From an optimization exercise on the open Yosys and OpenROAD flow, aimed at small area, a short achievable clock period and few clock cycles per item; shortcuts taken in it are not production practice.
Function was checked by simulation only, so behaviour that the tests miss may differ from the original.
No activity file was given, so power comes from the tool's default toggle rates.

==> flow/design.v, too long to show whole: its modules and the start of the top module <==
// module conv3x3_fa: 10 lines
// module conv3x3_ha: 9 lines
// module conv3x3_pp3n: 6 lines
// module conv3x3_pp3p: 6 lines
// module conv3x3_pp2n: 6 lines
// module conv3x3_stream: 2450 lines
module conv3x3_stream
#(
  parameter int DATA_W     = 8,
  parameter int COEF_W     = 8,
  parameter int NORM_SHIFT = 4
) (
  input  logic                  i_clk,
  input  logic                  i_rst,
  input  logic [9*DATA_W-1:0]   i_pixel_data,
  input  logic                  i_pixel_data_valid,
  input  logic                  i_pixel_data_last,
  output logic                  o_pixel_data_ready,
  output logic [DATA_W-1:0]     o_convolved_data,
  output logic                  o_convolved_data_valid,
  output logic                  o_convolved_data_last,
  output logic                  o_convolved_sat,
  input  logic                  i_out_ready,
  input  logic                  i_coef_we,
  input  logic [3:0]            i_coef_addr,
  input  logic [COEF_W-1:0]     i_coef_data,
  input  logic                  i_coef_commit,
  output logic                  o_cfg_pending
);
  // ...
==> flow/run.sh <==
#!/bin/bash
# synth_recipe.tcl (not shown) runs the flow's synth.tcl, then flattens the netlist and writes it again
# the make line also repeats each setting of config.mk as NAME=value (left out here)
make -C /OpenROAD-flow-scripts/flow DESIGN_CONFIG=/design/flow/config.mk WORK_HOME=/design/flow/orfs CLKGATE_MAP_FILE= SYNTH_SCRIPT=/design/flow/synth_recipe.tcl finish
==> flow/config.mk <==
export PLATFORM = sky130hd
export DESIGN_NAME = conv3x3_stream
export DESIGN_NICKNAME = conv3x3_stream
export VERILOG_FILES = /design/flow/design.v
export SDC_FILE = /design/flow/constraint.sdc
export NUM_CORES = 4
export LEC_CHECK = 0
export CAP_MARGIN = 20
export CORE_MARGIN = 2
export CORE_UTILIZATION = 65
export CTS_CLUSTER_DIAMETER = 90
export CTS_CLUSTER_SIZE = 26
export SETUP_SLACK_MARGIN = 2.5
export SLEW_MARGIN = 20
export SYNTH_HIERARCHICAL = 1
==> flow/constraint.sdc <==
create_clock -name core_clock -period 5.0 [get_ports {i_clk}]
set_input_delay 1.0000 -clock core_clock [delete_from_list [all_inputs] [get_ports {i_clk}]]
set_output_delay 1.0000 -clock core_clock [all_outputs]
set_load 0.01 [all_outputs]
==> impl_metrics.env, run 1 <==
export IMPL_antenna_left=0
export IMPL_finalPower_mw=16.56
export IMPL_rows=75
export IMPL_drt_wirelength_per_cell_um=26.64
export IMPL_ys_types=41
export IMPL_area_delta_synth_final_pct=13.26
export IMPL_clock_latency_ps=600
export IMPL_dp_slack_ps=1223
export IMPL_power_switching_mw=6.404
export IMPL_critPathLaunchType="register"
export IMPL_synth_compound_area_share_pct=2.138
export IMPL_initial_core_util_pct=66.12
export IMPL_fin_crit_ps=2529
export IMPL_reg2regPathDepth=4
export IMPL_end_kind="register"
export IMPL_place_area_um2=30050
export IMPL_status="finished clean"
export IMPL_p_sw_share_pct=38.68
export IMPL_largest_reg_flops=175
export IMPL_worstHoldEndpoint="st4_q[0]$_DFF_P_"
export IMPL_min_period_over_period_pct=50.58
export IMPL_final_area_um2=31550
export IMPL_initialDrtViolationCount=1437
export IMPL_fmax_mhz=395.4
export IMPL_crit_fanout=1
export IMPL_finalCoreUtilization_pct=74.89
export IMPL_cpMaxStageDelayCell="fa_2"
export IMPL_timing_rr_start="st1_q[108]$_DFF_P_"
export IMPL_dp_hpwl_mm=60.76
export IMPL_seq_cells=495
Testbench counts, summed over its fixed seeds: cycles 4,136, items 4,096.
==> inputs of run 2 (changes only) <==
--- a/flow/config.mk
+++ b/flow/config.mk
@@ -10,6 +10,7 @@
 export CORE_UTILIZATION = 65
 export CTS_CLUSTER_DIAMETER = 90
 export CTS_CLUSTER_SIZE = 26
+export GPL_ROUTABILITY_DRIVEN = 0
 export SETUP_SLACK_MARGIN = 2.5
 export SLEW_MARGIN = 20
 export SYNTH_HIERARCHICAL = 1
==> impl_metrics.env, run 2 <==
export IMPL_fp_dieH_um=211.0
export IMPL_dp_hpwl_mm=59.66
export IMPL_die_w_um=211.0
export IMPL_async_flop_share_pct=0
export IMPL_timing_rr_start="st1_q[108]$_DFF_P_"
export IMPL_synth_most_common_cell="fa_1"
export IMPL_yosysWarningCount=7
export IMPL_clockBufferDepth=3
export IMPL_relSlewSlack_pct=34.95
export IMPL_vias=16400
export IMPL_worstPathArrival_ps=2950
export IMPL_drv_slew=0
export IMPL_design_core_area_um2=42130
export IMPL_crit_path_end="st2_q[29]$_DFF_P_"
export IMPL_status="finished clean"
export IMPL_synthFlopType="dfxtp_1"
export IMPL_synth_edf_count=132
export IMPL_crit_family="adder cells"
export IMPL_synthTopCellsByCount="548 x fa_1, 529 x nand2_1, 363 x dfxtp_1"
export IMPL_fin_crit_ps=2504
export IMPL_pwr_share_clk_pct=14.4
export IMPL_ctsHoldBuffers=0
export IMPL_reg_top3="st1_q x175, coef_q x72, shadow_q x72"
export IMPL_min_path_type="reg2reg"
export IMPL_cpMostUsedCell="fa_1"
export IMPL_yosysSeqAreaShare_pct=40.31
export IMPL_io_buffer_count=103
export IMPL_end_kind="register"
export IMPL_p_sw_share_pct=38.01
export IMPL_clock_sinks=495
export IMPL_syn_inst=2201
export IMPL_timing_final_ws_setup_ps=2496
export IMPL_synthTopCellsByArea="fa_1 39%, dfxtp_1 26%, edfxtp_1 14%"
export IMPL_power_leakage_nw=11.26
export IMPL_initial_core_util_pct=66.12
export IMPL_drive_above_1_share_pct=26.82
export IMPL_worst_pin_slew_ps=948.6
export IMPL_worstSetupPathType="reg2reg"
export IMPL_synth_top_cell_by_area="fa_1"
export IMPL_drtPass1Iterations=5
export IMPL_finalClockSkew_ps=25.44
export IMPL_worstSetupPathDepth=4
export IMPL_final_cell_mix="440 x nand2_1, 347 x dfxtp_1, 279 x fa_1"
export IMPL_cap_violations=0
export IMPL_setup_tns_ps=0
export IMPL_area_delta_synth_final_pct=13.45
export IMPL_synth_area_um2=27860
export IMPL_grt_use_total_pct=34.15
export IMPL_synth_seq_cells=495
export IMPL_rsz0062_at_grt="true"
export IMPL_ioPinCount=104
export IMPL_cts_buffers=25
export IMPL_rows=75
export IMPL_grt_ovfl_total=0
export IMPL_viasPerCell=5.880
export IMPL_synth_nets=2869
export IMPL_routed_wirelength_mm=72.60
export IMPL_power_density_nw_per_um2=520.8
export IMPL_r2r_slack_ps=2500
export IMPL_grt_max_degree=73
export IMPL_die_area_um2=44530
export IMPL_cts_tree="yes"
export IMPL_nets=2901
export IMPL_drc=0
export IMPL_antenna_found_initial=5
export IMPL_final_common_cell="nand2_1"
export IMPL_cts_clk_slew_worst_paths_ps=90
export IMPL_p_int_mw=10.20
export IMPL_grt_pass1_vias=18180
export IMPL_crit_start="st1_q[108]$_DFF_P_"
export IMPL_critPathBufInv=0
export IMPL_worstPathRequired_ps=5450
export IMPL_largest_reg_flops=175
export IMPL_crit_fanout=1
export IMPL_fmax_mhz=399.4
export IMPL_reg2regPathDepth=4
export IMPL_synth_top_cell_area_share_pct=39.38
export IMPL_max_stage_delay_ps=520
export IMPL_syn_area_per_cell_um2=12.66
export IMPL_grt_first_pass_wirelength_mm=109.7
export IMPL_root_buffer="clkbuf_16"
export IMPL_drt_wirelength_per_cell_um=26.03
export IMPL_power_switching_mw=6.257
export IMPL_clock_latency_ps=580
export IMPL_cp_cell_sequence="fa_1, fa_1, fa_1, fa_1"
export IMPL_initialDrtViolationCount=1463
export IMPL_setup_viol=0
export IMPL_min_period_over_period_pct=50.07
export IMPL_dp_slack_ps=1278
export IMPL_peakVddDrop_v=0.0003480
export IMPL_seq_power_share_pct=36.8
export IMPL_cpMaxStageDelayCell="fa_1"
export IMPL_htreeDepth=1
export IMPL_ys_types=41
export IMPL_final_hold_violation_count=0
export IMPL_critPathLaunchType="register"
export IMPL_top_register="st1_q"
export IMPL_pwr_share_comb_pct=48.8
export IMPL_antenna_left=0
export IMPL_crit_reg2reg_capture="st2_q[29]$_DFF_P_"
[run 2: kinds of logic after synthesis]
| logic type | synth area share [%] |
|---|---|
| and+or+nand+nor | 11.09 |
| DFF | 40.31 |
| muxes | 2.309 |
| adders and majority gates | 40.68 |
| xor gates and xnor gates | 0.4402 |
| AOI/OAI and AO/OA | 2.138 |
| buffers and inverters | 3.023 |
[run 2: layer usage]
metal,GRT usage (%),share of wire [%],wire length (um)
met1,44.83,38,27510
met4,8.548,3.2,2358
met3,9.545,10,7278
met2,57.01,49,35410
met5,0,0.072,52
[run 2: stage by stage]
| step | area [um2] | utilization (%) | hold WS, ps | total power, mW | instances |
|---|---|---|---|---|---|
| CTS | 31060 | 73.72 | 335.2 | 16.43 | 2747 |
| finish | 31610 | 75.01 | 332.5 | 16.46 | 2789 |
| global route | 31600 | 75.00 | 338.0 | 17.91 | 2787 |
| detailed placement | 30060 | 71.34 | 312.1 | 14.00 | 2681 |
| global placement | 30060 | 71.34 | 310.9 | 13.66 | 2681 |
| floorplan | 29930 | - | 309.6 | 11.10 | 2201 |
[run 2: what timing repair did]
action	CTS	global route
setup buffers	24	40
gates cloned	0	0
endpoints found under the setup margin	197	99
resized for setup	348	80
pin swaps	13	34
[run 2: modules after synthesis, one instance, submodules excluded]
module | flops+latches | cell area [um2] | cells inside
conv3x3_stream | 495 | 16900 | 1652
conv3x3_fa | 0 | 20.02 | 1
conv3x3_ha | 0 | 12.51 | 1
[run 2: worst min path at each step]
stage	start	to	slack, ps	cells past startpoint
floorplan	lq[0]$_DFF_P_	lq[1]$_DFF_P_	310	0
global placement	st3_q[6]$_DFF_P_	st4_q[2]$_DFF_P_	310	0
detailed placement	st1_q[169]$_DFF_P_	st2_q[42]$_DFF_P_	310	0
CTS	lq[0]$_DFF_P_	lq[1]$_DFF_P_	340	0
global route	lq[0]$_DFF_P_	lq[1]$_DFF_P_	340	0
finish	st2_q[4]$_DFF_P_	st3_q[4]$_DFF_P_	330	0
[run 2: final cells by class]
type / instances / area, um2
fill: 2754 / 10530
clock buffer: 36 / 723.2
timing repair buffer: 172 / 1688
sequential: 495 / 11250
tap: 539 / 674.4
clock inverter: 6 / 81.33
multi-input combinational: 1484 / 16970
antenna: 2 / 5.005
inverter: 55 / 210.2
[run 2: power groups by stage]
| stage | Sequential (mW) | Clock (mW) | Combinational (mW) |
|---|---|---|---|
| 3_3_place_gp | 6.19 | 0 | 7.46 |
| 4_1_cts | 6.09 | 2.41 | 7.94 |
| 5_1_grt | 6.14 | 2.55 | 9.23 |
| 6_report | 6.05 | 2.38 | 8.03 |
| 3_5_place_dp | 6.22 | 0 | 7.78 |
| 2_1_floorplan | 5.91 | 0 | 5.19 |
==> inputs of run 3 (changes only) <==
==> flow/config.mk (replaced) <==
export PLATFORM = sky130hd
export DESIGN_NAME = conv3x3_stream
export DESIGN_NICKNAME = conv3x3_stream
export VERILOG_FILES = /design/flow/design.v
export SDC_FILE = /design/flow/constraint.sdc
export NUM_CORES = 4
export LEC_CHECK = 0
export CAP_MARGIN = 10
export CORE_MARGIN = 2
export CORE_UTILIZATION = 65
export CTS_CLUSTER_DIAMETER = 90
export CTS_CLUSTER_SIZE = 26
export SETUP_SLACK_MARGIN = 2.5
export SLEW_MARGIN = 10
export SYNTH_HIERARCHICAL = 1
==> impl_metrics.env, run 3 <==
export IMPL_status="finished clean"
export IMPL_final_common_cell="nand2_1"
export IMPL_initial_core_util_pct=66.12
export IMPL_cts_buffers=25
export IMPL_dp_hpwl_mm=60.76
export IMPL_nets=2902
export IMPL_relSlewSlack_pct=24.16
export IMPL_setup_viol=0
export IMPL_drv_slew=0
export IMPL_worstSetupPathType="reg2reg"
export IMPL_finalCoreUtilization_pct=74.88
export IMPL_area_delta_synth_final_pct=13.26
export IMPL_drive_above_1_share_pct=26.48
export IMPL_fmax_mhz=395.4
export IMPL_timing_final_ws_setup_ps=2471
export IMPL_ys_types=41
export IMPL_yosysSeqAreaShare_pct=40.31
export IMPL_synthFlopType="dfxtp_1"
export IMPL_die_w_um=211.0
export IMPL_viasPerCell=5.898
export IMPL_htreeDepth=1
export IMPL_die_area_um2=44530
export IMPL_rows=75
export IMPL_min_period_over_period_pct=50.58
export IMPL_synth_top_cell_by_area="fa_1"
export IMPL_syn_area_per_cell_um2=12.66
export IMPL_place_gp_congestion=0.9542
export IMPL_design_core_area_um2=42130
export IMPL_ioPinCount=104
export IMPL_fin_crit_ps=2529
export IMPL_grt_max_degree=53
export IMPL_finalClockSkew_ps=24.25
export IMPL_synth_nets=2869
export IMPL_synth_edf_count=132
export IMPL_grt_first_pass_wirelength_mm=110.9
export IMPL_fillCellCount=2754
export IMPL_synth_seq_cells=495
export IMPL_layout_cells_non_filler=2795
export IMPL_vias=16490
export IMPL_grt_ovfl_total=0
export IMPL_drc=0
export IMPL_end_kind="register"
export IMPL_syn_inst=2201
export IMPL_top_register="st1_q"
export IMPL_worstPathRequired_ps=5460
export IMPL_synthTopCellsByCount="548 x fa_1, 529 x nand2_1, 363 x dfxtp_1"
export IMPL_rsz0062_at_grt="true"
export IMPL_routed_wirelength_mm=74.43
export IMPL_initialDrtViolationCount=1437
export IMPL_clockBufferDepth=3
export IMPL_synthTopCellsByArea="fa_1 39%, dfxtp_1 26%, edfxtp_1 14%"
export IMPL_synth_top_cell_area_share_pct=39.38
export IMPL_peakVddDrop_v=0.0003514
export IMPL_final_cell_mix="440 x nand2_1, 346 x dfxtp_1, 286 x fa_1"
export IMPL_place_area_um2=30050
export IMPL_antenna_found_initial=12
export IMPL_ctsHoldBuffers=0
export IMPL_root_buffer="clkbuf_16"
export IMPL_crit_fanout=1
export IMPL_cts_tree="yes"
export IMPL_clock_latency_ps=590
export IMPL_power_density_nw_per_um2=524.8
export IMPL_io_buffer_count=103
export IMPL_cap_violations=0
export IMPL_grt_pass1_vias=18450
export IMPL_critPathLaunchType="register"
export IMPL_fp_dieH_um=211.0
export IMPL_drt_wirelength_per_cell_um=26.63
export IMPL_worst_pin_slew_ps=1136
export IMPL_hold_ws_ps=333.1
export IMPL_final_hold_violation_count=0
export IMPL_yosysWarningCount=7
export IMPL_dp_slack_ps=1223
export IMPL_antenna_left=0
export IMPL_largest_reg_flops=175
export IMPL_cts_clk_slew_worst_paths_ps=100
export IMPL_grt_use_total_pct=34.80
export IMPL_synth_most_common_cell="fa_1"
export IMPL_synth_area_um2=27860
export IMPL_setup_tns_ps=0
export IMPL_finalPower_mw=16.56
export IMPL_final_seq_area_um2=11250
export IMPL_async_flop_share_pct=0
export IMPL_worstPathArrival_ps=2990
export IMPL_min_path_type="reg2reg"
export IMPL_power_leakage_nw=11.26
export IMPL_final_area_um2=31550
export IMPL_placed_cells=2681
export IMPL_multi_input_area_um2=16940
export IMPL_reg_top3="st1_q x175, coef_q x72, shadow_q x72"
export IMPL_clock_sinks=495
export IMPL_drtPass1Iterations=5
run 3: cell count changes in the layout (fill, tap and decap cells not counted), sizes merged, moves of 3 or more:
cell and delta:
diode +3, inv +4, buf +10, clkbuf -8
run 3: critical path, cell delays in order (launching register included):
cell and delay, ps:
dfxtp_1 470, fa_1 470, fa_1 470, fa_2 580, fa_1 410
run 3: timing repair:
action,4_1_cts,5_1_grt
buffers inserted,21,44
hold endpoints to repair,0,0
resized for setup,342,76
pin swaps,17,22
endpoints found under the setup margin,188,121
run 3: final cells by class:
cell class                      instances  area share [%]
Timing Repair Buffer                  173           5.373
Sequential cell                       495           35.67
Inverter                               55          0.6662
Tap cell                              539           2.137
Clock buffer                           35           2.102
Multi-Input combinational cell       1484           53.70
Clock inverter                          9          0.3133
Antenna cell                            5         0.03966
run 3: worst paths after layout:
path | start | to | slack [ps] | cells past startpoint
min reg2reg | st3_q[4]$_DFF_P_ | st4_q[0]$_DFF_P_ | 330 | 0
max reg2reg | st1_q[108]$_DFF_P_ | st2_q[29]$_DFF_P_ | 2470 | 4
max | st1_q[108]$_DFF_P_ | st2_q[29]$_DFF_P_ | 2470 | 4
min | st3_q[4]$_DFF_P_ | st4_q[0]$_DFF_P_ | 330 | 0
run 3: per-module statistics from Yosys, one instance, submodules excluded:
module	flip-flops and latches	cells inside	times used
conv3x3_fa	0	1	545
conv3x3_ha	0	1	4
conv3x3_stream	495	1652	1
run 3: routing by layer:
metal	part of all wire, %	global-route usage [%]	wire (um)	up-vias
li1	-	-	-	6911
met1	38	44.20	28110	8646
met2	48	56.60	36090	732
met3	10	11.75	7606	183
met4	3.4	12.04	2540	14
met5	0.12	0	90	-
run 3: where the power goes:
group	switching, mW	internal, mW	total (mW)
clock network	1.36	0.977	2.34
logic	4.44	3.72	8.16
registers	0.605	5.46	6.06
run 3: cells by family (layout without fill, tap and decap cells):
kind of cell / after synthesis / in the layout / share of synthesized area [%]
simple gates: 743 / 743 / 11.09
other cells: 0 / 5 / 0
flops: 495 / 495 / 40.31
buf+inv: 222 / 272 / 3.023
compound gates: 86 / 86 / 2.138
fa+ha+maj: 577 / 577 / 40.68
xor+xnor: 14 / 14 / 0.4402
mux: 64 / 64 / 2.309

==> port drivers added, routing unchanged <==
How much do the figures lean on ideal ports? The routed layouts below were timed once more, with nothing changed but the port constraints.
Step 1 (the two cells are an assumption about what drives the block):
set clk [get_ports {i_clk}]
set_driving_cell -lib_cell sky130_fd_sc_hd__clkbuf_16 $clk
set_driving_cell -lib_cell sky130_fd_sc_hd__buf_2 [delete_from_list [all_inputs] $clk]
Step 2 also shifts input and output timing later by t, the mid clock arrival at the registers, as if the neighbouring blocks saw the same clock.
Slacks: no drivers / after step 1 / after step 2; pairs: no drivers / after step 1.
run | shift t [ns] | slack for setup (ns) | hold slack, ns | worst register clock-pin slew, ns | pins driven straight from the clock port
run 1 | 0.639 | 2.471 / 2.471 / 1.868 | 0.333 / 0.333 / 0.333 | 0.10 / 0.10 | 1
run 2 | 0.631 | 2.496 / 2.496 / 1.867 | 0.332 / 0.332 / 0.332 | 0.10 / 0.10 | 1
run 3 | 0.639 | 2.471 / 2.471 / 1.868 | 0.333 / 0.333 / 0.333 | 0.10 / 0.10 | 1
After both steps every run listed still meets setup and hold. For run 2, which loses most, drivers alone change the setup slack by 0.000 ns; drivers and shift together by -0.629 ns.
